This design comes from an exercise in tuning for small area on the open sky130 flow, not from production work.
Function was checked by simulation only, so behaviour that the tests miss may differ from the original.
Power and IR drop assume default switching activity. The clock port is modelled as an ideal driver; clocking choices that lean on that would not hold on a real chip.

==> flow/design.v <==
`timescale 1ns / 1ps
`timescale 1ns / 1ps
`timescale 1ns / 1ps
module deq_ctl(reset, req_tvalid, req_tuser, rsp_tready, head, tailp1, full, dump, rvalid, risdata, rlast, rstat, ridx, req_tready, we_lo, we_hi, rs_lo, rs_hi, head_n, tailp1_n, full_n
, dump_n, rvalid_n, risdata_n, rlast_n, rstat_n, ridx_n);
  input reset;
  wire reset;
  input req_tvalid;
  wire req_tvalid;
  input [2:0] req_tuser;
  wire [2:0] req_tuser;
  input rsp_tready;
  wire rsp_tready;
  input [3:0] head;
  wire [3:0] head;
  input [3:0] tailp1;
  wire [3:0] tailp1;
  input full;
  wire full;
  input dump;
  wire dump;
  input rvalid;
  wire rvalid;
  input risdata;
  wire risdata;
  input rlast;
  wire rlast;
  input [1:0] rstat;
  wire [1:0] rstat;
  input [3:0] ridx;
  wire [3:0] ridx;
  output req_tready;
  wire req_tready;
  output [3:0] we_lo;
  wire [3:0] we_lo;
  output [3:0] we_hi;
  wire [3:0] we_hi;
  output [3:0] rs_lo;
  wire [3:0] rs_lo;
  output [3:0] rs_hi;
  wire [3:0] rs_hi;
  output [3:0] head_n;
  wire [3:0] head_n;
  output [3:0] tailp1_n;
  wire [3:0] tailp1_n;
  output full_n;
  wire full_n;
  output dump_n;
  wire dump_n;
  output rvalid_n;
  wire rvalid_n;
  output risdata_n;
  wire risdata_n;
  output rlast_n;
  wire rlast_n;
  output [1:0] rstat_n;
  wire [1:0] rstat_n;
  output [3:0] ridx_n;
  wire [3:0] ridx_n;
  wire _000_;
  wire _001_;
  wire _002_;
  wire _003_;
  wire _004_;
  wire _005_;
  wire _006_;
  wire _007_;
  wire _008_;
  wire _009_;
  wire _010_;
  wire _011_;
  wire _012_;
  wire _013_;
  wire _014_;
  wire _015_;
  wire _016_;
  wire _017_;
  wire _018_;
  wire _019_;
  wire _020_;
  wire _021_;
  wire _022_;
  wire _023_;
  wire _024_;
  wire _025_;
  wire _026_;
  wire _027_;
  wire _028_;
  wire _029_;
  wire _030_;
  wire _031_;
  wire _032_;
  wire _033_;
  wire _034_;
  wire _035_;
  wire _036_;
  wire _037_;
  wire _038_;
  wire _039_;
  wire _040_;
  wire _041_;
  wire _042_;
  wire _043_;
  wire _044_;
  wire _045_;
  wire _046_;
  wire _047_;
  wire _048_;
  wire _049_;
  wire _050_;
  wire _051_;
  wire _052_;
  wire _053_;
  wire _054_;
  wire _055_;
  wire _056_;
  wire _057_;
  wire _058_;
  wire _059_;
  wire _060_;
  wire _061_;
  wire _062_;
  wire _063_;
  wire _064_;
  wire _065_;
  wire _066_;
  wire _067_;
  wire _068_;
  wire _069_;
  wire _070_;
  wire _071_;
  wire _072_;
  wire _073_;
  wire _074_;
  wire _075_;
  wire _076_;
  wire _077_;
  wire _078_;
  wire _079_;
  wire _080_;
  wire _081_;
  wire _082_;
  wire _083_;
  wire _084_;
  wire _085_;
  wire _086_;
  wire _087_;
  wire _088_;
  wire _089_;
  wire _090_;
  wire _091_;
  wire _092_;
  wire _093_;
  wire _094_;
  wire _095_;
  wire _096_;
  wire _097_;
  wire _098_;
  wire _099_;
  wire _100_;
  wire _101_;
  wire _102_;
  wire _103_;
  wire _104_;
  wire _105_;
  wire _106_;
  wire _107_;
  wire _108_;
  wire _109_;
  wire _110_;
  wire _111_;
  wire _112_;
  wire _113_;
  wire _114_;
  wire _115_;
  wire _116_;
  wire _117_;
  wire _118_;
  wire _119_;
  wire _120_;
  wire _121_;
  wire _122_;
  wire _123_;
  wire _124_;
  wire _125_;
  wire _126_;
  wire _127_;
  wire _128_;
  wire _129_;
  wire _130_;
  wire _131_;
  deq_g_clkinv _132_ (
    .A(head[2]),
    .Y(_095_)
  );
  deq_g_clkinv _133_ (
    .A(req_tvalid),
    .Y(_096_)
  );
  deq_g_clkinv _134_ (
    .A(rsp_tready),
    .Y(_097_)
  );
  deq_g_nand2 _135_ (
    .A(_097_),
    .B(rvalid),
    .Y(_098_)
  );
  deq_g_clkinv _136_ (
    .A(_098_),
    .Y(_099_)
  );
  deq_g_nor2 _137_ (
    .A(dump),
    .B(_099_),
    .Y(req_tready)
  );
  deq_g_clkinv _138_ (
    .A(req_tready),
    .Y(_100_)
  );
  deq_g_nor2 _139_ (
    .A(_096_),
    .B(_100_),
    .Y(_101_)
  );
  deq_g_clkinv _140_ (
    .A(_101_),
    .Y(_102_)
  );
  deq_g_nor2 _141_ (
    .A(req_tuser[2]),
    .B(_102_),
    .Y(_103_)
  );
  deq_g_clkinv _142_ (
    .A(_103_),
    .Y(_104_)
  );
  deq_g_nor2 _143_ (
    .A(req_tuser[1]),
    .B(_104_),
    .Y(_105_)
  );
  deq_g_clkinv _144_ (
    .A(_105_),
    .Y(_106_)
  );
  deq_g_nor2 _145_ (
    .A(full),
    .B(_106_),
    .Y(_107_)
  );
  deq_g_clkinv _146_ (
    .A(_107_),
    .Y(_108_)
  );
  deq_g_clkinv _147_ (
    .A(req_tuser[1]),
    .Y(_109_)
  );
  deq_g_clkinv _148_ (
    .A(tailp1[0]),
    .Y(_110_)
  );
  deq_g_nor2 _149_ (
    .A(head[0]),
    .B(_110_),
    .Y(_111_)
  );
  deq_g_clkinv _150_ (
    .A(head[0]),
    .Y(_112_)
  );
  deq_g_clkinv _151_ (
    .A(tailp1[1]),
    .Y(_113_)
  );
  deq_g_nand2 _152_ (
    .A(_113_),
    .B(head[1]),
    .Y(_114_)
  );
  deq_g_xnor2 _153_ (
    .A(tailp1[2]),
    .B(head[2]),
    .Y(_115_)
  );
  deq_g_o211ai _154_ (
    .A1(tailp1[0]),
    .A2(_112_),
    .B1(_114_),
    .C1(_115_),
    .Y(_116_)
  );
  deq_g_clkinv _155_ (
    .A(tailp1[3]),
    .Y(_117_)
  );
  deq_g_nor2 _156_ (
    .A(head[1]),
    .B(_113_),
    .Y(_118_)
  );
  deq_g_a21oi _157_ (
    .A1(_117_),
    .A2(head[3]),
    .B1(_118_),
    .Y(_119_)
  );
  deq_g_o21ai _158_ (
    .A1(_117_),
    .A2(head[3]),
    .B1(_119_),
    .Y(_120_)
  );
  deq_g_nor4 _159_ (
    .A(full),
    .B(_111_),
    .C(_116_),
    .D(_120_),
    .Y(_121_)
  );
  deq_g_nor3 _160_ (
    .A(_109_),
    .B(_121_),
    .C(_104_),
    .Y(_122_)
  );
  deq_g_clkinv _161_ (
    .A(_122_),
    .Y(_123_)
  );
  deq_g_nand2 _162_ (
    .A(_108_),
    .B(_123_),
    .Y(_124_)
  );
  deq_g_clkinv _163_ (
    .A(req_tuser[0]),
    .Y(_125_)
  );
  deq_g_nand2 _164_ (
    .A(_124_),
    .B(_125_),
    .Y(_126_)
  );
  deq_g_clkinv _165_ (
    .A(reset),
    .Y(_127_)
  );
  deq_g_nand2 _166_ (
    .A(_126_),
    .B(_127_),
    .Y(_128_)
  );
  deq_g_nor2 _167_ (
    .A(reset),
    .B(_126_),
    .Y(_129_)
  );
  deq_g_nor2 _168_ (
    .A(req_tuser[1]),
    .B(head[0]),
    .Y(_130_)
  );
  deq_g_clkinv _169_ (
    .A(_130_),
    .Y(_131_)
  );
  deq_g_nor2 _170_ (
    .A(head[1]),
    .B(_131_),
    .Y(_000_)
  );
  deq_g_clkinv _171_ (
    .A(_000_),
    .Y(_001_)
  );
  deq_g_nand2 _172_ (
    .A(_001_),
    .B(head[2]),
    .Y(_002_)
  );
  deq_g_nand2 _173_ (
    .A(_000_),
    .B(_095_),
    .Y(_003_)
  );
  deq_g_nand3 _174_ (
    .A(req_tuser[1]),
    .B(head[0]),
    .C(head[1]),
    .Y(_004_)
  );
  deq_g_nor2 _175_ (
    .A(_095_),
    .B(_004_),
    .Y(_005_)
  );
  deq_g_a31oi _176_ (
    .A1(_002_),
    .A2(_003_),
    .A3(_004_),
    .B1(_005_),
    .Y(_006_)
  );
  deq_g_nand2 _177_ (
    .A(_129_),
    .B(_006_),
    .Y(_007_)
  );
  deq_g_o21ai _178_ (
    .A1(_095_),
    .A2(_128_),
    .B1(_007_),
    .Y(head_n[2])
  );
  deq_g_nand2 _179_ (
    .A(req_tuser[1]),
    .B(head[0]),
    .Y(_008_)
  );
  deq_g_a21oi _180_ (
    .A1(_008_),
    .A2(_131_),
    .B1(_126_),
    .Y(_009_)
  );
  deq_g_o21ai _181_ (
    .A1(head[1]),
    .A2(_009_),
    .B1(_127_),
    .Y(_010_)
  );
  deq_g_a21oi _182_ (
    .A1(head[1]),
    .A2(_009_),
    .B1(_010_),
    .Y(head_n[1])
  );
  deq_g_nand2 _183_ (
    .A(_129_),
    .B(_112_),
    .Y(_011_)
  );
  deq_g_o21ai _184_ (
    .A1(_112_),
    .A2(_128_),
    .B1(_011_),
    .Y(head_n[0])
  );
  deq_g_clkinv _185_ (
    .A(tailp1[2]),
    .Y(_012_)
  );
  deq_g_nand2 _186_ (
    .A(_124_),
    .B(req_tuser[0]),
    .Y(_013_)
  );
  deq_g_nand2 _187_ (
    .A(_013_),
    .B(_127_),
    .Y(_014_)
  );
  deq_g_nor2 _188_ (
    .A(tailp1[0]),
    .B(tailp1[1]),
    .Y(_015_)
  );
  deq_g_clkinv _189_ (
    .A(_015_),
    .Y(_016_)
  );
  deq_g_nand3 _190_ (
    .A(_109_),
    .B(tailp1[0]),
    .C(tailp1[1]),
    .Y(_017_)
  );
  deq_g_o21ai _191_ (
    .A1(_109_),
    .A2(_016_),
    .B1(_017_),
    .Y(_018_)
  );
  deq_g_xor2 _192_ (
    .A(_012_),
    .B(_018_),
    .X(_019_)
  );
  deq_g_nor2 _193_ (
    .A(reset),
    .B(_013_),
    .Y(_020_)
  );
  deq_g_clkinv _194_ (
    .A(_020_),
    .Y(_021_)
  );
  deq_g_o22ai _195_ (
    .A1(_012_),
    .A2(_014_),
    .B1(_019_),
    .B2(_021_),
    .Y(tailp1_n[2])
  );
  deq_g_o21ai _196_ (
    .A1(_110_),
    .A2(_113_),
    .B1(req_tuser[1]),
    .Y(_022_)
  );
  deq_g_nor2 _197_ (
    .A(_109_),
    .B(_016_),
    .Y(_023_)
  );
  deq_g_a31oi _198_ (
    .A1(_022_),
    .A2(_016_),
    .A3(_017_),
    .B1(_023_),
    .Y(_024_)
  );
  deq_g_o22ai _199_ (
    .A1(_113_),
    .A2(_014_),
    .B1(_024_),
    .B2(_021_),
    .Y(tailp1_n[1])
  );
  deq_g_nand2 _200_ (
    .A(_020_),
    .B(_110_),
    .Y(_025_)
  );
  deq_g_o21ai _201_ (
    .A1(_110_),
    .A2(_014_),
    .B1(_025_),
    .Y(tailp1_n[0])
  );
  deq_g_nand2 _202_ (
    .A(_098_),
    .B(dump),
    .Y(_026_)
  );
  deq_g_clkinv _203_ (
    .A(_026_),
    .Y(_027_)
  );
  deq_g_nor2 _204_ (
    .A(_027_),
    .B(_101_),
    .Y(_028_)
  );
  deq_g_a32o _205_ (
    .A1(_106_),
    .A2(_101_),
    .A3(_121_),
    .B1(rstat[0]),
    .B2(_028_),
    .X(rstat_n[0])
  );
  deq_g_clkinv _206_ (
    .A(ridx[0]),
    .Y(_029_)
  );
  deq_g_nor2 _207_ (
    .A(_110_),
    .B(_029_),
    .Y(_030_)
  );
  deq_g_nor2 _208_ (
    .A(tailp1[0]),
    .B(ridx[0]),
    .Y(_031_)
  );
  deq_g_clkinv _209_ (
    .A(ridx[2]),
    .Y(_032_)
  );
  deq_g_xnor2 _210_ (
    .A(tailp1[3]),
    .B(ridx[3]),
    .Y(_033_)
  );
  deq_g_clkinv _211_ (
    .A(_033_),
    .Y(_034_)
  );
  deq_g_a21oi _212_ (
    .A1(tailp1[2]),
    .A2(_032_),
    .B1(_034_),
    .Y(_035_)
  );
  deq_g_nand2 _213_ (
    .A(_012_),
    .B(ridx[2]),
    .Y(_036_)
  );
  deq_g_nand2 _214_ (
    .A(_034_),
    .B(_036_),
    .Y(_037_)
  );
  deq_g_nand3 _215_ (
    .A(_037_),
    .B(_113_),
    .C(ridx[1]),
    .Y(_038_)
  );
  deq_g_clkinv _216_ (
    .A(ridx[1]),
    .Y(_039_)
  );
  deq_g_nand4 _217_ (
    .A(_035_),
    .B(tailp1[1]),
    .C(_039_),
    .D(_036_),
    .Y(_040_)
  );
  deq_g_o21ai _218_ (
    .A1(_035_),
    .A2(_038_),
    .B1(_040_),
    .Y(_041_)
  );
  deq_g_o21ai _219_ (
    .A1(_030_),
    .A2(_031_),
    .B1(_041_),
    .Y(_042_)
  );
  deq_g_clkinv _220_ (
    .A(_028_),
    .Y(_043_)
  );
  deq_g_nor2 _221_ (
    .A(rlast),
    .B(_043_),
    .Y(_044_)
  );
  deq_g_a21oi _222_ (
    .A1(_027_),
    .A2(_042_),
    .B1(_044_),
    .Y(rlast_n)
  );
  deq_g_nor2 _223_ (
    .A(_029_),
    .B(_026_),
    .Y(_045_)
  );
  deq_g_clkinv _224_ (
    .A(_045_),
    .Y(_046_)
  );
  deq_g_nor2 _225_ (
    .A(_039_),
    .B(_046_),
    .Y(_047_)
  );
  deq_g_a21oi _226_ (
    .A1(_047_),
    .A2(ridx[2]),
    .B1(_101_),
    .Y(_048_)
  );
  deq_g_o21ai _227_ (
    .A1(ridx[2]),
    .A2(_047_),
    .B1(_048_),
    .Y(_049_)
  );
  deq_g_nor2 _228_ (
    .A(req_tuser[0]),
    .B(_102_),
    .Y(_050_)
  );
  deq_g_nand2 _229_ (
    .A(_002_),
    .B(_003_),
    .Y(_051_)
  );
  deq_g_nand2 _230_ (
    .A(_050_),
    .B(_051_),
    .Y(_052_)
  );
  deq_g_o311ai _231_ (
    .A1(_125_),
    .A2(_102_),
    .A3(_019_),
    .B1(_049_),
    .C1(_052_),
    .Y(ridx_n[2])
  );
  deq_g_a32o _232_ (
    .A1(_103_),
    .A2(full),
    .A3(_109_),
    .B1(rstat[1]),
    .B2(_028_),
    .X(rstat_n[1])
  );
  deq_g_xor2 _233_ (
    .A(head[3]),
    .B(_003_),
    .X(_053_)
  );
  deq_g_nand2 _234_ (
    .A(_023_),
    .B(_012_),
    .Y(_054_)
  );
  deq_g_o21ai _235_ (
    .A1(_012_),
    .A2(_017_),
    .B1(_054_),
    .Y(_055_)
  );
  deq_g_xor2 _236_ (
    .A(tailp1[3]),
    .B(_055_),
    .X(_056_)
  );
  deq_g_nor3 _237_ (
    .A(_125_),
    .B(_102_),
    .C(_056_),
    .Y(_057_)
  );
  deq_g_clkinv _238_ (
    .A(ridx[3]),
    .Y(_058_)
  );
  deq_g_a21oi _239_ (
    .A1(_047_),
    .A2(ridx[2]),
    .B1(_058_),
    .Y(_059_)
  );
  deq_g_nor2 _240_ (
    .A(ridx[3]),
    .B(_048_),
    .Y(_060_)
  );
  deq_g_nor2 _241_ (
    .A(_059_),
    .B(_060_),
    .Y(_061_)
  );
  deq_g_a211oi _242_ (
    .A1(_050_),
    .A2(_053_),
    .B1(_057_),
    .C1(_061_),
    .Y(ridx_n[3])
  );
  deq_g_clkinv _243_ (
    .A(head[3]),
    .Y(_062_)
  );
  deq_g_mux2i _244_ (
    .A0(_053_),
    .A1(head[3]),
    .S(_005_),
    .Y(_063_)
  );
  deq_g_nand2 _245_ (
    .A(_129_),
    .B(_063_),
    .Y(_064_)
  );
  deq_g_o21ai _246_ (
    .A1(_062_),
    .A2(_128_),
    .B1(_064_),
    .Y(head_n[3])
  );
  deq_g_nand2 _247_ (
    .A(_020_),
    .B(_056_),
    .Y(_065_)
  );
  deq_g_o21ai _248_ (
    .A1(_117_),
    .A2(_014_),
    .B1(_065_),
    .Y(tailp1_n[3])
  );
  deq_g_clkinv _249_ (
    .A(_118_),
    .Y(_066_)
  );
  deq_g_a21oi _250_ (
    .A1(_066_),
    .A2(_114_),
    .B1(_111_),
    .Y(_067_)
  );
  deq_g_o21ai _251_ (
    .A1(_115_),
    .A2(_118_),
    .B1(_116_),
    .Y(_068_)
  );
  deq_g_nor3 _252_ (
    .A(_067_),
    .B(_068_),
    .C(_104_),
    .Y(_069_)
  );
  deq_g_xor2 _253_ (
    .A(_062_),
    .B(_056_),
    .X(_070_)
  );
  deq_g_a21oi _254_ (
    .A1(_069_),
    .A2(_070_),
    .B1(full),
    .Y(_071_)
  );
  deq_g_nor3 _255_ (
    .A(reset),
    .B(_122_),
    .C(_071_),
    .Y(full_n)
  );
  deq_g_nor3 _256_ (
    .A(req_tuser[1]),
    .B(req_tuser[0]),
    .C(_096_),
    .Y(_072_)
  );
  deq_g_a211oi _257_ (
    .A1(_121_),
    .A2(_072_),
    .B1(_100_),
    .C1(_103_),
    .Y(_073_)
  );
  deq_g_nand2 _258_ (
    .A(_073_),
    .B(_072_),
    .Y(_074_)
  );
  deq_g_o21ai _259_ (
    .A1(_099_),
    .A2(_042_),
    .B1(dump),
    .Y(_075_)
  );
  deq_g_a21oi _260_ (
    .A1(_074_),
    .A2(_075_),
    .B1(reset),
    .Y(dump_n)
  );
  deq_g_nor2 _261_ (
    .A(reset),
    .B(_073_),
    .Y(rvalid_n)
  );
  deq_g_nor2 _262_ (
    .A(_032_),
    .B(_058_),
    .Y(rs_hi[3])
  );
  deq_g_clkinv _263_ (
    .A(risdata),
    .Y(_076_)
  );
  deq_g_nor3 _264_ (
    .A(_029_),
    .B(_039_),
    .C(_076_),
    .Y(rs_lo[3])
  );
  deq_g_nand2 _265_ (
    .A(_006_),
    .B(_125_),
    .Y(_077_)
  );
  deq_g_o21ai _266_ (
    .A1(_012_),
    .A2(_125_),
    .B1(_077_),
    .Y(_078_)
  );
  deq_g_clkinv _267_ (
    .A(_078_),
    .Y(_079_)
  );
  deq_g_nand2 _268_ (
    .A(_063_),
    .B(_125_),
    .Y(_080_)
  );
  deq_g_o21ai _269_ (
    .A1(_117_),
    .A2(_125_),
    .B1(_080_),
    .Y(_081_)
  );
  deq_g_clkinv _270_ (
    .A(_081_),
    .Y(_082_)
  );
  deq_g_nor2 _271_ (
    .A(_079_),
    .B(_082_),
    .Y(we_hi[3])
  );
  deq_g_nor2 _272_ (
    .A(_110_),
    .B(_125_),
    .Y(_083_)
  );
  deq_g_a21oi _273_ (
    .A1(_112_),
    .A2(_125_),
    .B1(_083_),
    .Y(_084_)
  );
  deq_g_a32oi _274_ (
    .A1(_112_),
    .A2(head[1]),
    .A3(_125_),
    .B1(_083_),
    .B2(_113_),
    .Y(_085_)
  );
  deq_g_nor3b _275_ (
    .A(_084_),
    .B(_108_),
    .C_N(_085_),
    .Y(we_lo[3])
  );
  deq_g_nor2 _276_ (
    .A(ridx[2]),
    .B(_058_),
    .Y(rs_hi[2])
  );
  deq_g_nor3 _277_ (
    .A(ridx[0]),
    .B(_039_),
    .C(_076_),
    .Y(rs_lo[2])
  );
  deq_g_nor2 _278_ (
    .A(_078_),
    .B(_082_),
    .Y(we_hi[2])
  );
  deq_g_clkinv _279_ (
    .A(_024_),
    .Y(_086_)
  );
  deq_g_nand2 _280_ (
    .A(_131_),
    .B(head[1]),
    .Y(_087_)
  );
  deq_g_nand3 _281_ (
    .A(_001_),
    .B(_125_),
    .C(_087_),
    .Y(_088_)
  );
  deq_g_o21ai _282_ (
    .A1(_125_),
    .A2(_086_),
    .B1(_088_),
    .Y(_089_)
  );
  deq_g_nand2 _283_ (
    .A(_107_),
    .B(_084_),
    .Y(_090_)
  );
  deq_g_nor2 _284_ (
    .A(_089_),
    .B(_090_),
    .Y(we_lo[2])
  );
  deq_g_nor2 _285_ (
    .A(ridx[3]),
    .B(_032_),
    .Y(rs_hi[1])
  );
  deq_g_nor3 _286_ (
    .A(ridx[1]),
    .B(_029_),
    .C(_076_),
    .Y(rs_lo[1])
  );
  deq_g_nor2 _287_ (
    .A(_079_),
    .B(_081_),
    .Y(we_hi[1])
  );
  deq_g_nor2 _288_ (
    .A(_085_),
    .B(_108_),
    .Y(we_lo[1])
  );
  deq_g_nor2 _289_ (
    .A(ridx[2]),
    .B(ridx[3]),
    .Y(rs_hi[0])
  );
  deq_g_nor3 _290_ (
    .A(ridx[0]),
    .B(ridx[1]),
    .C(_076_),
    .Y(rs_lo[0])
  );
  deq_g_nor2 _291_ (
    .A(_078_),
    .B(_081_),
    .Y(we_hi[0])
  );
  deq_g_clkinv _292_ (
    .A(_089_),
    .Y(_091_)
  );
  deq_g_nor2 _293_ (
    .A(_091_),
    .B(_090_),
    .Y(we_lo[0])
  );
  deq_g_nor3 _294_ (
    .A(ridx[1]),
    .B(_045_),
    .C(_101_),
    .Y(_092_)
  );
  deq_g_a211oi _295_ (
    .A1(_089_),
    .A2(_101_),
    .B1(_047_),
    .C1(_092_),
    .Y(ridx_n[1])
  );
  deq_g_nand3 _296_ (
    .A(_050_),
    .B(_008_),
    .C(_131_),
    .Y(_093_)
  );
  deq_g_nand2 _297_ (
    .A(_093_),
    .B(_046_),
    .Y(_094_)
  );
  deq_g_a221oi _298_ (
    .A1(_029_),
    .A2(_028_),
    .B1(_101_),
    .B2(_083_),
    .C1(_094_),
    .Y(ridx_n[0])
  );
  deq_g_o211ai _299_ (
    .A1(_076_),
    .A2(_101_),
    .B1(_026_),
    .C1(_123_),
    .Y(risdata_n)
  );
endmodule
module deq_g_a211oi (input logic A1, input logic A2, input logic B1, input logic C1, output logic Y);
   assign Y = (!A1&!B1&!C1) | (!A2&!B1&!C1);
endmodule
module deq_g_a21oi (input logic A1, input logic A2, input logic B1, output logic Y);
   assign Y = (!A1&!B1) | (!A2&!B1);
endmodule
module deq_g_a221oi (input logic A1, input logic A2, input logic B1, input logic B2, input logic C1, output logic Y);
   assign Y = (!A1&!B1&!C1) | (!A1&!B2&!C1) | (!A2&!B1&!C1) | (!A2&!B2&!C1);
endmodule
module deq_g_a31oi (input logic A1, input logic A2, input logic A3, input logic B1, output logic Y);
   assign Y = (!A1&!B1) | (!A2&!B1) | (!A3&!B1);
endmodule
module deq_g_a32o (input logic A1, input logic A2, input logic A3, input logic B1, input logic B2, output logic X);
   assign X = (A1&A2&A3) | (B1&B2);
endmodule
module deq_g_a32oi (input logic A1, input logic A2, input logic A3, input logic B1, input logic B2, output logic Y);
   assign Y = (!A1&!B1) | (!A1&!B2) | (!A2&!B1) | (!A3&!B1) | (!A2&!B2) | (!A3&!B2);
endmodule
module deq_g_clkinv (input logic A, output logic Y);
   assign Y = (!A);
endmodule
module deq_g_mux2i (input logic A0, input logic A1, input logic S, output logic Y);
   assign Y = (!A0&!S) | (!A1&S);
endmodule
module deq_g_nand2 (input logic A, input logic B, output logic Y);
   assign Y = (!A) | (!B);
endmodule
module deq_g_nand3 (input logic A, input logic B, input logic C, output logic Y);
   assign Y = (!A) | (!B) | (!C);
endmodule
module deq_g_nand4 (input logic A, input logic B, input logic C, input logic D, output logic Y);
   assign Y = (!A) | (!B) | (!C) | (!D);
endmodule
module deq_g_nor2 (input logic A, input logic B, output logic Y);
   assign Y = (!A&!B);
endmodule
module deq_g_nor3 (input logic A, input logic B, input logic C, output logic Y);
   assign Y = (!A&!B&!C);
endmodule
module deq_g_nor3b (input logic A, input logic B, input logic C_N, output logic Y);
   assign Y = (!A&!B&C_N);
endmodule
module deq_g_nor4 (input logic A, input logic B, input logic C, input logic D, output logic Y);
   assign Y = (!A&!B&!C&!D);
endmodule
module deq_g_o211ai (input logic A1, input logic A2, input logic B1, input logic C1, output logic Y);
   assign Y = (!A1&!A2) | (!B1) | (!C1);
endmodule
module deq_g_o21ai (input logic A1, input logic A2, input logic B1, output logic Y);
   assign Y = (!A1&!A2) | (!B1);
endmodule
module deq_g_o22ai (input logic A1, input logic A2, input logic B1, input logic B2, output logic Y);
   assign Y = (!B1&!B2) | (!A1&!A2);
endmodule
module deq_g_o311ai (input logic A1, input logic A2, input logic A3, input logic B1, input logic C1, output logic Y);
   assign Y = (!A1&!A2&!A3) | (!B1) | (!C1);
endmodule
module deq_g_xnor2 (input logic A, input logic B, output logic Y);
   assign Y = (!A&!B) | (A&B);
endmodule
module deq_g_xor2 (input logic A, input logic B, output logic X);
   assign X = (A&!B) | (!A&B);
endmodule
`timescale 1ns / 1ps
module double_ended_queue_top (
   input  logic        clock,
   input  logic        reset,
   input  logic        req_tvalid,
   output logic        req_tready,
   input  logic [31:0] req_tdata,
   input  logic [2:0]  req_tuser,
   output logic        rsp_tvalid,
   input  logic        rsp_tready,
   output logic [31:0] rsp_tdata,
   output logic [1:0]  rsp_tuser,
   output logic        rsp_tlast
);
   logic [31:0] mem [16];
   logic [3:0] head_ff, tailp1_ff;
   logic       full_ff, dump_ff;
   logic       rsp_valid_ff, rsp_isdata_ff, rsp_last_ff;
   logic [1:0] rsp_stat_ff;
   logic [3:0] rsp_idx_ff;
   logic [3:0] head_n, tailp1_n;
   logic       full_n, dump_n;
   logic       rsp_valid_n, rsp_isdata_n, rsp_last_n;
   logic [1:0] rsp_stat_n;
   logic [3:0] rsp_idx_n;
   logic [3:0] we_lo, we_hi, rs_lo, rs_hi;
   deq_ctl u_ctl (
      .reset      (reset),
      .req_tvalid (req_tvalid),
      .req_tuser  (req_tuser),
      .rsp_tready (rsp_tready),
      .head       (head_ff),
      .tailp1     (tailp1_ff),
      .full       (full_ff),
      .dump       (dump_ff),
      .rvalid     (rsp_valid_ff),
      .risdata    (rsp_isdata_ff),
      .rlast      (rsp_last_ff),
      .rstat      (rsp_stat_ff),
      .ridx       (rsp_idx_ff),
      .req_tready (req_tready),
      .we_lo      (we_lo),
      .we_hi      (we_hi),
      .rs_lo      (rs_lo),
      .rs_hi      (rs_hi),
      .head_n     (head_n),
      .tailp1_n   (tailp1_n),
      .full_n     (full_n),
      .dump_n     (dump_n),
      .rvalid_n   (rsp_valid_n),
      .risdata_n  (rsp_isdata_n),
      .rlast_n    (rsp_last_n),
      .rstat_n    (rsp_stat_n),
      .ridx_n     (rsp_idx_n)
   );
   always_ff @(posedge clock) begin
      head_ff       <= head_n;
      tailp1_ff     <= tailp1_n;
      full_ff       <= full_n;
      dump_ff       <= dump_n;
      rsp_valid_ff  <= rsp_valid_n;
      rsp_isdata_ff <= rsp_isdata_n;
      rsp_last_ff   <= rsp_last_n;
      rsp_stat_ff   <= rsp_stat_n;
      rsp_idx_ff    <= rsp_idx_n;
   end
   logic [15:0] we;
   deq_dec u_wdec (.lo(we_lo), .hi(we_hi), .y(we));
   genvar gi;
   generate
      for (gi = 0; gi < 16; gi++) begin : g_mem
         always_ff @(posedge clock) begin
            if (we[gi]) mem[gi] <= req_tdata;
         end
      end
   endgenerate
   logic [15:0] rsel;
   deq_dec u_rdec (.lo(rs_lo), .hi(rs_hi), .y(rsel));
   generate
      for (gi = 0; gi < 32; gi++) begin : g_rd
         logic [15:0] col;
         for (genvar j = 0; j < 16; j++) begin : g_col
            assign col[j] = mem[j][gi];
         end
         deq_rd_bit u_rd (.d(col), .s(rsel), .y(rsp_tdata[gi]));
      end
   endgenerate
   assign rsp_tvalid = rsp_valid_ff;
   assign rsp_tuser  = rsp_stat_ff;
   assign rsp_tlast  = rsp_last_ff;
endmodule
module deq_dec (
   input  logic [3:0]  lo,
   input  logic [3:0]  hi,
   output logic [15:0] y
);
   for (genvar i = 0; i < 16; i++) begin : g_and
      deq_and2 u_and (.a(lo[i % 4]), .b(hi[i / 4]), .y(y[i]));
   end
endmodule
module deq_and2 (
   input  logic a,
   input  logic b,
   output logic y
);
   assign y = a & b;
endmodule
module deq_rd_bit (
   input  logic [15:0] d,
   input  logic [15:0] s,
   output logic        y
);
   logic [5:0] n;
   for (genvar k = 0; k < 5; k++) begin : g_aoi
      deq_aoi222 u_aoi (.a(d[3*k+2:3*k]), .b(s[3*k+2:3*k]), .y(n[k]));
   end
   deq_nand2 u_nand (.a(d[15]), .b(s[15]), .y(n[5]));
   deq_nand6 u_or (.a(n), .y(y));
endmodule
module deq_aoi222 (
   input  logic [2:0] a,
   input  logic [2:0] b,
   output logic       y
);
   assign y = !((a[0] & b[0]) | (a[1] & b[1]) | (a[2] & b[2]));
endmodule
module deq_nand2 (
   input  logic a,
   input  logic b,
   output logic y
);
   assign y = !(a & b);
endmodule
module deq_nand6 (
   input  logic [5:0] a,
   output logic       y
);
   assign y = !(&a);
endmodule
==> flow/flow/run.sh <==
#!/bin/bash
# Standard ORFS layout (the standard.sh), with three changes:
#  - port buffers are buf_1 cells instead of the tool's default pick;
#  - CTS clusters more sinks per leaf buffer and adds no dummy loads;
#  - before global placement, flow/downsize.tcl sets small combinational
#    cells to drive strength 1 and the row-enable/select AND gates to and2_2.
# make's full output goes to standard.log; ORFS keeps each step's log under orfs/logs.
set -euo pipefail
bash standard.sh \
  "BUFFER_PORTS_ARGS=-buffer_cell sky130_fd_sc_hd__buf_1" \
  "CTS_ARGS=-sink_clustering_enable -repair_clock_nets -dont_use_dummy_load -buf_list sky130_fd_sc_hd__clkbuf_16 -sink_clustering_size 32 -sink_clustering_max_diameter 150" \
  "PRE_GLOBAL_PLACE_TCL=$(pwd)/flow/downsize.tcl" \
  finish > standard.log 2>&1
==> flow/flow/downsize.tcl <==
# Before global placement: set small combinational cells to drive strength 1
# (synthesis picks larger drives for some small gates), and give the AND
# gates that drive a whole row of the buffer (row enables and read selects)
# drive strength 2. Placement's repair and the later timing repair still
# size cells wherever load or timing needs it.
set db [ord::get_db]
set n_small 0
set n_big 0
foreach inst [[ord::get_db_block] getInsts] {
  set master [$inst getMaster]
  set name [$master getName]
  if {![regexp {^(sky130_fd_sc_hd__([a-z0-9]+))_([0-9]+)$} $name -> base kind size]} { continue }
  if {[string match "*df*" $kind] || [string match "*dl*" $kind] || [string match "tap*" $kind]} { continue }
  set fanout 0
  foreach it [$inst getITerms] {
    if {[$it isOutputSignal]} {
      set net [$it getNet]
      if {$net ne "NULL"} { set fanout [expr {max($fanout, [llength [$net getITerms]] - 1)}] }
    }
  }
  if {$fanout >= 12} {
    if {$kind eq "and2" && $size ne "2"} {
      $inst swapMaster [$db findMaster "${base}_2"]
      incr n_big
    }
    continue
  }
  if {$size eq "1"} { continue }
  set small [$db findMaster "${base}_1"]
  if {$small eq "NULL"} { continue }
  $inst swapMaster $small
  incr n_small
}
puts "downsize.tcl: $n_small cells set to drive strength 1, $n_big row drivers to and2_2"
==> flow/standard.sh <==
#!/bin/bash
# synth_recipe.tcl (not shown) runs the flow's synth.tcl, then flattens the netlist and writes it again
# the make line also repeats each setting of config.mk as NAME=value (left out here)
make -C /OpenROAD-flow-scripts/flow DESIGN_CONFIG=/design/flow/config.mk WORK_HOME=/design/flow/orfs CLKGATE_MAP_FILE= SYNTH_SCRIPT=/design/flow/synth_recipe.tcl "${@:-finish}"
==> flow/config.mk <==
export PLATFORM = sky130hd
export DESIGN_NAME = double_ended_queue_top
export DESIGN_NICKNAME = double_ended_queue_top
export VERILOG_FILES = /design/flow/design.v
export SDC_FILE = /design/flow/constraint.sdc
export NUM_CORES = 4
export LEC_CHECK = 0
export CAP_MARGIN = 20
export CORE_MARGIN = 2
export CORE_UTILIZATION = 60
export SLEW_MARGIN = 20
export SYNTH_HIERARCHICAL = 1
==> flow/constraint.sdc <==
create_clock -name core_clock -period 5.0 [get_ports {clock}]
set_input_delay 1.0000 -clock core_clock [delete_from_list [all_inputs] [get_ports {clock}]]
set_output_delay 1.0000 -clock core_clock [all_outputs]
set_load 0.01 [all_outputs]
==> reports/results.txt, run 1 <==
outcome = finished clean
DRC Markers = 0
GRT Total Usage = 28.2%
antenna violation net count after detailed routing = 0
total gr overflow = 0
switch share = 22.3%
quantity of I/O buffers inserted on ports = 75
Psw = 1.67 mW
crit start category = flip-flop
Post-CTS Hold Buffers = 0
Die ar. = 33,200 µm²
Avg Cell Area, Syn = 19.3 µm²
largest net degree at the start of global routing = 33
Worst Tran Pin Value = 1080 ps
GPL Wtd Cong = 0.908
Max FO, Critical Path = 32
Setup TNS = 0 ps
average wire per standard cell = 30.9 µm
Core ar. = 31,400 µm²
Logic pwr share = 8.7%
Via Count = 10,400
buffers and inverters on the worst path = 2
Root Buffer = clkbuf_16
critical setup path kind = reg -> out
R2R setup slack = 1580 ps
# IOs = 76
dpl hpwl = 30,300 µm
worst skew pair latency = 550 ps
Post-Syn Area = 19,000 µm²
DRT Pass-1 Iters = 13
CP endpoint kind = output port
CP cell instances = inv_1 -> nor3_1 -> and2_2 -> a222oi_1 -> and4_1 -> nand3_1 -> buf_1
CP delay by family, top = simple AND/OR/NAND/NOR gates
part of the power in registers = 65.9%
number of global-route vias before repair = 9,800
Pint = 5.83 mW
PnR worst setup slack = 706 ps
CTS tree = yes
R2R depth = 16
syn nets = 1,026
Reg-to-Reg End = mem[3][25]
synthesis-to-finish area growth = 7.56%
total of max-cap violations = 0
Clock Skews = 29.7 ps
Tmin final = 4290 ps
worst-case clock buffer depth = 3
Syn. warnings = 8
Sink Count = 531
post-synthesis sequential area ratio = 82.8%
CP max stage delay = 730 ps
Power per Cell Area = 366 nW/µm²
Worst Hold Launch = rsp_stat_ff[1]
HP Class = reg -> reg
Total Wirelength = 46,500 µm
placed cells = 1,485
die width = 182 µm
RSZ-0062 raised after global routing = no
Clock Power Share = 25.4%
critical path required time = 4000 ps
Die Span Y = 182 µm
first-pass GRT wire length = 66,900 µm
FF+latch count, synth = 531
fraction of layout cells with a size suffix above 1 = 6.62%
Critical Path AT = 3290 ps
# rows = 65
Util after Layout = 65.2%
Post-Syn Instances = 987
Clock transition at path regs = 80 ps
count of different cell masters after synthesis = 26
fill count = 2,201
worst r2r src = rsp_valid_ff
DR iter-0 viols = 2,099
Starting Density = 60.6%
Final nets = 1,144
fraction of the cycle the final worst path needs = 85.9%
Leak = 6.21 nW
Setup WS pre-CTS = 815 ps
Slew Limit Fails = 0
critical path's slowest cell = and2_2
H-Tree Depth = 1
Max IR drop VDD = 0.000314 V
via/cell ratio = 6.93
final hold violation count = 0
initial antenna violation count = 1
hold path endpoint = rsp_stat_ff[1]
total CTS buffers = 20
final setup vio count = 0
worst hold stages = 1
CTS resizes = 0
Slew HR = 27.7%
# Post-CTS Setup Buffers = 0
max frequency = 0.233 GHz
fin cells = 1,506
final cells by class:
cell class | count | area (µm²) | share of cell area [%]
Sequential cell | 531 | 15800 | 76.9
Multi-Input combinational cell | 419 | 3050 | 14.9
Timing Repair Buffer | 96 | 527 | 2.57
Tap cell | 402 | 503 | 2.46
Clock buffer | 20 | 500 | 2.44
Inverter | 37 | 139 | 0.678
Antenna cell | 1 | 2.50 | 0.0122
Yosys cell counts, drive strengths merged:
| library cell | n | area, µm² |
|---|---|---|
| edfxtp | 512 | 15400 |
| and4 | 32 | 280 |
| dfxtp | 19 | 380 |
| o22ai | 2 | 12.5 |
| a222oi | 160 | 1600 |
| o311ai | 1 | 8.76 |
| nor3 | 10 | 100 |
| nand4 | 1 | 6.26 |
| a211oi | 3 | 37.5 |
| nor3b | 1 | 12.5 |
| mux2i | 1 | 10.0 |
| nor2 | 36 | 135 |
| a21oi | 11 | 96.3 |
| xnor2 | 2 | 17.5 |
| nand3 | 37 | 185 |
| inv | 37 | 139 |
| a32oi | 1 | 8.76 |
| and2 | 32 | 200 |
| o211ai | 2 | 25.0 |
| o21ai | 18 | 90.1 |
| a32o | 2 | 20.0 |
| a221oi | 1 | 15.0 |
| nand2 | 59 | 221 |
| nor4 | 1 | 12.5 |
| xor2 | 4 | 35.0 |
| a31oi | 2 | 12.5 |
worst max-delay path by stage:
| stage | startpoint | to | slack (ps) | cells past startpoint |
|---|---|---|---|---|
| CTS | rsp_idx_ff[1] | rsp_tdata[25] | 770 | 7 |
| finish | rsp_idx_ff[1] | rsp_tdata[25] | 710 | 7 |
| floorplan | rsp_tready | mem[11][0] | 850 | 15 |
| global placement | rsp_tready | mem[3][29] | 920 | 18 |
| detailed placement | rsp_tready | mem[3][2] | 810 | 18 |
| global route | rsp_idx_ff[1] | rsp_tdata[26] | 520 | 7 |
power groups by stage:
stage	Clock, mW	Combinational [mW]	Sequential, mW
after floorplan	0	0.347	5.04
after detailed placement	0	0.654	5.04
final	1.90	0.656	4.94
after CTS	1.94	0.655	4.94
after global routing	2.09	0.710	4.95
after global placement	0	0.648	5.04
Yosys stat by module (local to each module, per instance), excerpt:
| module | flip-flops and latches | cells inside |
|---|---|---|
| double_ended_queue_top | 531 | 531 |
| deq_g_a221oi | 0 | 1 |
| deq_nand6 | 0 | 2 |
| deq_g_o211ai | 0 | 1 |
| deq_g_nor4 | 0 | 1 |
| deq_g_a32o | 0 | 1 |
| deq_g_mux2i | 0 | 1 |
| deq_g_nor3 | 0 | 1 |
| deq_g_xnor2 | 0 | 1 |
| deq_g_a21oi | 0 | 1 |
| deq_g_o311ai | 0 | 1 |
| deq_g_a31oi | 0 | 1 |
| deq_and2 | 0 | 1 |
| deq_g_nand3 | 0 | 1 |
| deq_g_clkinv | 0 | 1 |
| deq_g_nor2 | 0 | 1 |
cell usage in the layout, fill, tap and decap left out, drive strengths merged, types with 10 or more instances in the layout:
master / count
edfxtp: 512
a222oi: 160
buf: 96
nand2: 59
nand3: 37
inv: 37
nor2: 36
and4: 32
and2: 32
clkbuf: 20
dfxtp: 19
o21ai: 18
a21oi: 11
nor3: 10
state kept, by name (all words and copies together), names as in the netlist, 2 cells and up:
signal,cells
head_ff,4
mem,512
rsp_idx_ff,4
rsp_stat_ff,2
tailp1_ff,4
logic make-up (layout without fill, tap and decap cells):
family | after synthesis | in the layout | synth area share [%]
DFF | 531 | 531 | 82.8
and+or+nand+nor | 209 | 209 | 6.06
AOI/OAI and AO/OA | 203 | 203 | 10.1
buffers and inverters | 37 | 153 | 0.729
xor gates and xnor gates | 6 | 6 | 0.276
muxes | 1 | 1 | 0.0526
other | 0 | 1 | 0
through the flow:
step / hold WS [ps] / instance area [µm²] / power, mW
final: 484 / 20500 / 7.50
after global routing: 518 / 20500 / 7.75
after CTS: 488 / 20500 / 7.54
after detailed placement: 464 / 20000 / 5.70
after global placement: 467 / 20000 / 5.69
after floorplan: 486 / 19000 / 5.39
per-layer routing:
metal / share of wire, % / GRT usage [%] / up-vias
li1: - / - / 4516
met1: 43 / 44.1 / 5348
met2: 45 / 41.8 / 541
met3: 11 / 7.62 / 31
met4: 0.82 / 3.16 / 0
met5: 0 / 0 / -
worst register-to-register path: stages (launching register included):
cell and delay [ps]:
dfxtp_1 320, nand2_1 70, inv_1 50, nor2_1 120, inv_1 60, nor2_1 100
buf_4 150, inv_1 80, nor2_1 180, inv_1 90, nor2_1 110, inv_1 60
nor2_1 230, inv_1 130, nor3b_1 510, and2_2 600, buf_12 240
==> run 2, diff against run 1 <==
--- a/flow/flow/run.sh
+++ b/flow/flow/run.sh
@@ -4,5 +4,5 @@
 #  - CTS clusters more sinks per leaf buffer and adds no dummy loads;
 #  - before global placement, flow/downsize.tcl sets small combinational
-#    cells to drive strength 1 and the row-enable/select AND gates to and2_2.
+#    cells to drive strength 1 and the row-enable/select AND gates to and2_4.
 # make's full output goes to standard.log; ORFS keeps each step's log under orfs/logs.
 set -euo pipefail
--- a/flow/flow/downsize.tcl
+++ b/flow/flow/downsize.tcl
@@ -2,5 +2,5 @@
 # (synthesis picks larger drives for some small gates), and give the AND
 # gates that drive a whole row of the buffer (row enables and read selects)
-# drive strength 2. Placement's repair and the later timing repair still
+# drive strength 4. Placement's repair and the later timing repair still
 # size cells wherever load or timing needs it.
 set db [ord::get_db]
@@ -20,6 +20,6 @@
   }
   if {$fanout >= 12} {
-    if {$kind eq "and2" && $size ne "2"} {
-      $inst swapMaster [$db findMaster "${base}_2"]
+    if {$kind eq "and2" && $size ne "4"} {
+      $inst swapMaster [$db findMaster "${base}_4"]
       incr n_big
     }
@@ -32,3 +32,3 @@
   incr n_small
 }
-puts "downsize.tcl: $n_small cells set to drive strength 1, $n_big row drivers to and2_2"
+puts "downsize.tcl: $n_small cells set to drive strength 1, $n_big row drivers to and2_4"
==> reports/results.txt, run 2 <==
Final nets = 1,123 (was 1,144)
Power per Cell Area = 367 nW/µm² (was 366 nW/µm²)
Leak = 6.09 nW (was 6.21 nW)
DRT Pass-1 Iters = 9 (was 13)
Slew Limit Fails = 0 (unchanged)
die width = 182 µm (unchanged)
total gr overflow = 0 (unchanged)
Synth Area in Simple Gates = 6.06% (unchanged)
synthesis-to-finish area growth = 6.47% (was 7.56%)
placed inst area = 19,800 µm² (was 20,000 µm²)
FF+latch count, synth = 531 (unchanged)
most used flip-flop cell after synthesis = edfxtp_1 (unchanged)
Die ar. = 33,200 µm² (unchanged)
Setup TNS = 0 ps (unchanged)
mux contribution to synthesized area = 0.0526% (unchanged)
Syn. warnings = 8 (unchanged)
number of global-route vias before repair = 9,795 (was 9,800)
Commonest cells post-synth = edfxtp_1, a222oi_1, nand2_1 (unchanged)
GPL Wtd Cong = 0.868 (was 0.908)
initial antenna violation count = 0 (was 1)
commonest cells after routing, fill and taps aside = edfxtp_1, a222oi_1, buf_1 (unchanged)
largest register by flop count = mem (unchanged)
final setup vio count = 0 (unchanged)
critical path required time = 4000 ps (about the same)
Die Span Y = 182 µm (unchanged)
most common cell after layout, fill and taps aside = edfxtp_1 (unchanged)
library cell with the highest instance count after synthesis = edfxtp_1 (unchanged)
Core ar. = 31,400 µm² (unchanged)
Max IR drop VDD = 0.000305 V (was 0.000314 V)
Clock Skews = 46.3 ps (was 29.7 ps)
# IOs = 76 (unchanged)
RSZ-0062 raised after global routing = no (unchanged)
antenna violation net count after detailed routing = 0 (unchanged)
critical setup path kind = reg -> out (unchanged)
Yosys top cell by area = edfxtp_1 (unchanged)
combinational family with the most area after synthesis = compound AO/OA/AOI/OAI gates (unchanged)
area of the multi-input gates = 3090 µm² (was 3050 µm²)
quantity of I/O buffers inserted on ports = 75 (unchanged)
# Post-CTS Setup Buffers = 0 (unchanged)
Slew HR = 52.6% (was 27.7%)
fill count = 2,233 (was 2,201)
Tmin final = 3830 ps (was 4290 ps)
max reg flops = 512 (unchanged)
DR iter-0 viols = 1,462 (was 2,099)
worst skew pair latency = 560 ps (was 550 ps)
post-synth top area share = 80.8% (unchanged)
final cell area excluding filler cells = 20,300 µm² (was 20,500 µm²)
final hold violation count = 0 (unchanged)
Root Buffer = clkbuf_16 (unchanged)
Critical Path AT = 2830 ps (was 3290 ps)
R2R setup slack = 1610 ps (was 1580 ps)
antenna cells = 0 (was 1)
Synth Area in XOR/XNOR = 0.276% (unchanged)
Sink Count = 531 (unchanged)
largest net degree at the start of global routing = 33 (unchanged)
Via Count = 10,000 (was 10,400)
Starting Density = 60.6% (unchanged)
Post-CTS Hold Buffers = 0 (unchanged)
max frequency = 0.261 GHz (was 0.233 GHz)
CP endpoint kind = output port (unchanged)
Post-Synth Adder-Cell Area = 0% (unchanged)
complex-gate fraction of the synthesized area = 10.1% (unchanged)
worst-case clock buffer depth = 3 (unchanged)
H-Tree Depth = 1 (unchanged)
CTS resizes = 0 (unchanged)
fraction of layout cells with a size suffix above 1 = 4.81% (was 6.62%)
post-synthesis sequential area ratio = 82.8% (unchanged)
CTS tree = yes (unchanged)
Worst Tran Pin Value = 710 ps (was 1080 ps)
syn nets = 1,026 (unchanged)
Max FO, Critical Path = 32 (unchanged)
average wire per standard cell = 27.3 µm (was 30.9 µm)
Avg Cell Area, Syn = 19.3 µm² (unchanged)
GRT Total Usage = 24.6% (was 28.2%)
crit start category = flip-flop (unchanged)
# rows = 65 (unchanged)
total CTS buffers = 20 (unchanged)
outcome = finished clean (unchanged)
fraction of the cycle the final worst path needs = 76.5% (was 85.9%)
register area = 15,800 µm² (unchanged)
first-pass GRT wire length = 60,900 µm (was 66,900 µm)
EDFF count, synth = 512 (unchanged)
DRC Markers = 0 (unchanged)
count of different cell masters after synthesis = 26 (unchanged)
Clock transition at path regs = 80 ps (about the same)
total of max-cap violations = 0 (unchanged)
dpl hpwl = 21,300 µm (was 30,300 µm)
HP Class = reg -> reg (unchanged)
Util after Layout = 64.6% (was 65.2%)
Synth async-reset ratio = 0% (unchanged)
Post-Syn Instances = 987 (unchanged)
Synth area leaders = edfxtp_1, a222oi_1, dfxtp_1 (unchanged)
via/cell ratio = 6.76 (was 6.93)
Post-Syn Area = 19,000 µm² (unchanged)
Total Wirelength = 40,600 µm (was 46,500 µm)
==> run 2: metrics by stage <==
step | hold slack, ps | std cells | power (mW) | setup slack [ps]
global route | 518 | 1484 | 7.70 | 990
detailed placement | 459 | 1464 | 5.63 | 813
floorplan | 486 | 987 | 5.39 | 845
CTS | 477 | 1484 | 7.50 | 1160
finish | 473 | 1484 | 7.44 | 1170
global placement | 460 | 1464 | 5.62 | 943
==> run 2: cell type report <==
| class | instances | area share [%] |
|---|---|---|
| tap | 402 | 2.48 |
| timing repair buffer | 75 | 1.39 |
| clock buffer | 20 | 2.47 |
| inverter | 37 | 0.685 |
| multi-input combinational | 419 | 15.2 |
| sequential | 531 | 77.7 |
==> run 2: worst max-delay path, cell delays in order, from the launching register on <==
cell and delay [ps]:
dfxtp_1 420, inv_1 120, nor3_1 430, and2_4 590
a222oi_1 190, and4_1 270, nand3_1 110, buf_1 160
==> run 2: logic make-up after synthesis <==
kind of cell / count (synthesis)
xor gates and xnor gates: 6
buffers and inverters: 37
AOI/OAI and AO/OA: 203
and+or+nand+nor: 209
muxes: 1
DFF: 531
==> run 2: where the power goes <==
group	switching, mW	internal, mW	total, mW
combinational	0.395	0.188	0.583
sequential	0.0258	4.91	4.94
clock	1.19	0.727	1.91
total	1.61	5.83	7.44
==> run 2: modules after synthesis, one instance, submodules excluded, excerpt <==
module / cells / copies in the design
deq_g_a31oi: 1 / 2
deq_g_clkinv: 1 / 37
deq_g_o311ai: 1 / 1
deq_nand6: 2 / 32
deq_g_mux2i: 1 / 1
deq_g_nand4: 1 / 1
deq_g_xnor2: 1 / 2
deq_g_nand2: 1 / 27
deq_nand2: 1 / 32
deq_g_nor2: 1 / 36
deq_g_nor4: 1 / 1
deq_g_nor3b: 1 / 1
deq_g_a21oi: 1 / 11
deq_aoi222: 1 / 160
deq_g_nor3: 1 / 10
deq_g_xor2: 1 / 4
==> run 2: worst paths after layout <==
path	to	depth (start not counted)	startpoint
worst max-delay path	rsp_tdata[25]	7	rsp_idx_ff[1]
worst min-delay path	rsp_stat_ff[0]	1	rsp_stat_ff[0]
worst min register to register	rsp_stat_ff[0]	1	rsp_stat_ff[0]
worst max register to register	mem[3][27]	14	rsp_valid_ff
==> run 2: routing by layer <==
metal	share of wire [%]	global-route usage [%]
met4	1.6	4.71
met5	0	0
met2	49	41.6
met3	6.7	2.16
met1	43	36.0

separate check: timing with driven ports:
Ports are ideal in the flow. The routed layouts listed here were re-timed in OpenROAD. Step 1, drivers: a clkbuf_16 drives clock and a buf_2 each remaining input, both assumed. Step 2, shift: input delay + t, output delay - t, t = (earliest + latest rising clock arrival at the registers) / 2. This alone moves slack from input paths to output paths. a / b / c = no drivers / after step 1 / after step 2; a / b = the first two.
| run | shift t [ns] | setup slack, ns | worst register clock-pin slew, ns | worst slew at a driven data input, ns |
|---|---|---|---|---|
| run 1 | 0.587 | 0.706 / 0.653 / 0.785 | 0.12 / 0.12 | 0.04 |
| run 2 | 0.587 | 1.174 / 1.119 / 0.783 | 0.12 / 0.12 | 0.04 |
After both steps setup and hold are still met in every run listed. For run 2, which loses most, drivers alone change the setup slack by -0.055 ns; drivers and shift together by -0.391 ns.
